This is an optimization exercise on Yosys and OpenROAD, whose aim is small area, a short achievable clock period and few clock cycles per item, not a production implementation. RTL that was checked went through simulation tests only; none was proved equivalent to the original. No activity file was given, so power comes from the tool's default toggle rates.

## sorted_unique_set_engine
module sorted_unique_set_engine (
  input  wire logic        clk,
  input  wire logic        rst_n,
  input  wire logic        in_valid,
  output logic             in_ready,
  input  wire logic [1:0]  in_kind,
  input  wire logic [31:0] in_value,
  output logic             out_valid,
  input  wire logic        out_ready,
  output logic             out_was_present,
  output logic [1:0]       out_status,
  output logic [4:0]       out_entry_count
);
export LEC_CHECK = 0
export CAP_MARGIN = 20
export CORE_MARGIN = 2
export CORE_UTILIZATION = 40
export SETUP_SLACK_MARGIN = 3.6
export SLEW_MARGIN = 20
create_clock -name core_clock -period 6.0 [get_ports {clk}]
standard.sh (not shown) runs the stock make flow with config.mk's settings and CLKGATE_MAP_FILE= SYNTH_SCRIPT=/design/flow/synth_recipe.tcl, a recipe that flattens the netlist after the stock synthesis.
==> flow/flow/run.sh <==
#!/bin/bash
# The standard layout (standard.sh) with two changes: clock tree synthesis
# uses larger sink clusters, clkbuf_8 sink buffers and no dummy loads, for a
# smaller clock tree; and
# the buffers that the standard flow puts on every input and output port are
# buf_2 cells instead of delay buffers. Everything else (synthesis, floorplan,
# power grid, placement, routing) is the standard flow's. make's full output
# goes to flow_make.log.
set -euo pipefail
CTS="-sink_clustering_enable -repair_clock_nets -sink_clustering_size 20 -sink_clustering_max_diameter 60 -dont_use_dummy_load -buf_list {sky130_fd_sc_hd__clkbuf_8 sky130_fd_sc_hd__clkbuf_16} -sink_clustering_buffer sky130_fd_sc_hd__clkbuf_8"
BUF="-buffer_cell sky130_fd_sc_hd__buf_2"
sed "s|\"\${@:-finish}\"|CTS_ARGS=\"$CTS\" BUFFER_PORTS_ARGS=\"$BUF\" \"\${@:-finish}\"|" standard.sh > lean.sh
grep -q "CTS_ARGS=" lean.sh
bash lean.sh > flow_make.log 2>&1
==> next run, changes <==
--- a/flow/flow/run.sh
+++ b/flow/flow/run.sh
@@ -3,2 +3 @@
-# uses larger sink clusters, clkbuf_8 sink buffers and no dummy loads, for a
-# smaller clock tree; and
+# uses larger sink clusters and no dummy loads, for a smaller clock tree; and
@@ -10 +9 @@
-CTS="-sink_clustering_enable -repair_clock_nets -sink_clustering_size 20 -sink_clustering_max_diameter 60 -dont_use_dummy_load -buf_list {sky130_fd_sc_hd__clkbuf_8 sky130_fd_sc_hd__clkbuf_16} -sink_clustering_buffer sky130_fd_sc_hd__clkbuf_8"
+CTS="-sink_clustering_enable -repair_clock_nets -sink_clustering_size 25 -sink_clustering_max_diameter 70 -dont_use_dummy_load"
Settings changed: SETUP_SLACK_MARGIN 3.6 to 3.7.
What happened: Final cell count grows by 0.81%; global-route usage grows by 0.73 points; hold slack degrades by 37 ps.
No functional check of the RTL was part of any run of this note.

sorted_unique_set_engine, a different RTL version from the one above (not shown whole).
For scale: about 620 flip-flops, ~48 I/O pins, about 25,000 sq um of cells after synthesis.
Settings: LEC_CHECK=0, CAP_MARGIN=20, CORE_MARGIN=2, CORE_UTILIZATION=40, GPL_ROUTABILITY_DRIVEN=0, SETUP_SLACK_MARGIN=3.7, SLEW_MARGIN=20; clock period 6.0 ns.
==> flow/flow/run.sh <==
#!/bin/bash
# The standard layout (standard.sh) with two changes: clock tree synthesis
# uses larger sink clusters, clkbuf_8 sink buffers and no dummy loads, for a
# smaller clock tree; and
# the buffers that the standard flow puts on every input and output port are
# buf_2 cells instead of delay buffers. Everything else (synthesis, floorplan,
# power grid, placement, routing) is the standard flow's. make's full output
# goes to flow_make.log.
set -euo pipefail
CTS="-sink_clustering_enable -repair_clock_nets -sink_clustering_size 20 -sink_clustering_max_diameter 60 -dont_use_dummy_load -buf_list {sky130_fd_sc_hd__clkbuf_8 sky130_fd_sc_hd__clkbuf_16} -sink_clustering_buffer sky130_fd_sc_hd__clkbuf_8"
BUF="-buffer_cell sky130_fd_sc_hd__buf_2"
sed "s|\"\${@:-finish}\"|CTS_ARGS=\"$CTS\" BUFFER_PORTS_ARGS=\"$BUF\" \"\${@:-finish}\"|" standard.sh > lean.sh
grep -q "CTS_ARGS=" lean.sh
bash lean.sh > flow_make.log 2>&1
The baseline finished with timing, DRC and antenna clean.
Testbench counts at the start, summed over its fixed seeds: cycles 32,024, items 32,000.
Rerun with:
==> flow/flow/run.sh (replaced) <==
#!/bin/bash
# The standard layout (standard.sh) with two changes: clock tree synthesis
# uses larger sink clusters and no dummy loads, for a smaller clock tree; and
# the buffers that the standard flow puts on every input and output port are
# buf_2 cells instead of delay buffers. Everything else (synthesis, floorplan,
# power grid, placement, routing) is the standard flow's. make's full output
# goes to flow_make.log.
set -euo pipefail
CTS="-sink_clustering_enable -repair_clock_nets -sink_clustering_size 25 -sink_clustering_max_diameter 70 -dont_use_dummy_load"
BUF="-buffer_cell sky130_fd_sc_hd__buf_2"
sed "s|\"\${@:-finish}\"|CTS_ARGS=\"$CTS\" BUFFER_PORTS_ARGS=\"$BUF\" \"\${@:-finish}\"|" standard.sh > lean.sh
grep -q "CTS_ARGS=" lean.sh
bash lean.sh > flow_make.log 2>&1
GPL_ROUTABILITY_DRIVEN = unset   (was 0)
The changed run finished with timing, DRC and antenna clean.
Flip-flop and latch count does not change.
Power went up by 4.7%.
Count of clock-buffer cells in the layout went down by 9.
Register-to-register slack is about the same.
Non-clock buffer count rose by 9.
Final cell count is unchanged.
Clock skew came out lower by 0.014 ns.
Synthesized cell count stays the same.
Via count stays flat.
Rerun with:
--- a/flow/flow/run.sh
+++ b/flow/flow/run.sh
@@ -2,3 +2,4 @@
 # The standard layout (standard.sh) with two changes: clock tree synthesis
-# uses larger sink clusters and no dummy loads, for a smaller clock tree; and
+# uses larger sink clusters, clkbuf_8 sink buffers and no dummy loads, for a
+# smaller clock tree; and
 # the buffers that the standard flow puts on every input and output port are
@@ -8,3 +9,3 @@
 set -euo pipefail
-CTS="-sink_clustering_enable -repair_clock_nets -sink_clustering_size 25 -sink_clustering_max_diameter 70 -dont_use_dummy_load"
+CTS="-sink_clustering_enable -repair_clock_nets -sink_clustering_size 20 -sink_clustering_max_diameter 60 -dont_use_dummy_load -buf_list {sky130_fd_sc_hd__clkbuf_8 sky130_fd_sc_hd__clkbuf_16} -sink_clustering_buffer sky130_fd_sc_hd__clkbuf_8"
 BUF="-buffer_cell sky130_fd_sc_hd__buf_2"
=> The new run produced a clean layout. Final area goes down by 1.1%. Worst setup slack improves by 0.013 ns. First-iteration DRC count rose by 2.6%. Maximum frequency went up by 0.57%. Routed wire length stays flat. Combinational power decreases by about 1%.
Rerun with:
SETUP_SLACK_MARGIN = 3.75   (was 3.7)
Power stays flat; worst hold slack gains 0.052 ns; sequential power hardly moves; synthesized area does not change; cell count rose by 2.0%; clock-buffer cell count fell by 3; wire length rose by 12%.
Rerun with:
--- a/flow/flow/run.sh
+++ b/flow/flow/run.sh
@@ -9,3 +9,3 @@
 set -euo pipefail
-CTS="-sink_clustering_enable -repair_clock_nets -sink_clustering_size 20 -sink_clustering_max_diameter 60 -dont_use_dummy_load -buf_list {sky130_fd_sc_hd__clkbuf_8 sky130_fd_sc_hd__clkbuf_16} -sink_clustering_buffer sky130_fd_sc_hd__clkbuf_8"
+CTS="-sink_clustering_enable -repair_clock_nets -sink_clustering_size 18 -sink_clustering_max_diameter 60 -dont_use_dummy_load -buf_list {sky130_fd_sc_hd__clkbuf_8 sky130_fd_sc_hd__clkbuf_16} -sink_clustering_buffer sky130_fd_sc_hd__clkbuf_8"
 BUF="-buffer_cell sky130_fd_sc_hd__buf_2"
SETUP_SLACK_MARGIN = 3.7   (was 3.75)
The new run went through all stages and came out clean.
Cell count fell by 1.6%.
Flip-flop and latch count is unchanged.
Register-to-register slack gets better by 0.16 ns.
Die area does not change.
Wire length fell by 9.4%.
First-iteration DRC count fell by 15%.
Utilization fell by 0.91 points.
Combinational power fell by 9.0%.
Final area fell by 2.0%.

afterwards: timing with drivers on the ports:
Ports are ideal in the flow. The routed layouts listed here were re-timed in OpenROAD. Step 1 sets driving cells, clkbuf_16 on the clock port and buf_2 on the other inputs (assumed; they add their load-dependent delay and slew). Step 2 times the ports against the registers' clock, not the clock port: input delays grow and output delays shrink by t, the midpoint of the rising clock arrivals with the driver on. Slacks: ideal ports / drivers / drivers and shift; pairs: ideal ports / drivers.
run	t, ns	setup slack, ns	worst hold slack (ns)
the first run of note 1	0.607	3.578 / 3.610 / 3.002	0.527 / 0.527 / 0.527
the second run of note 1	0.641	3.639 / 3.593 / 3.008	0.490 / 0.490 / 0.490
the first run of note 2	0.605	3.681 / 3.623 / 3.398	0.378 / 0.378 / 0.378
the second run of note 2	0.615	3.668 / 3.608 / 3.405	0.441 / 0.441 / 0.441
the third run of note 2	0.605	3.681 / 3.623 / 3.398	0.378 / 0.378 / 0.378
the fourth run of note 2	0.619	3.618 / 3.610 / 3.355	0.429 / 0.429 / 0.429
the fifth run of note 2	0.594	3.675 / 3.616 / 3.425	0.438 / 0.438 / 0.438
After both steps every run listed still meets setup and hold. For the second run of note 1, which loses most, drivers alone change the setup slack by -0.046 ns; drivers and shift together by -0.631 ns.
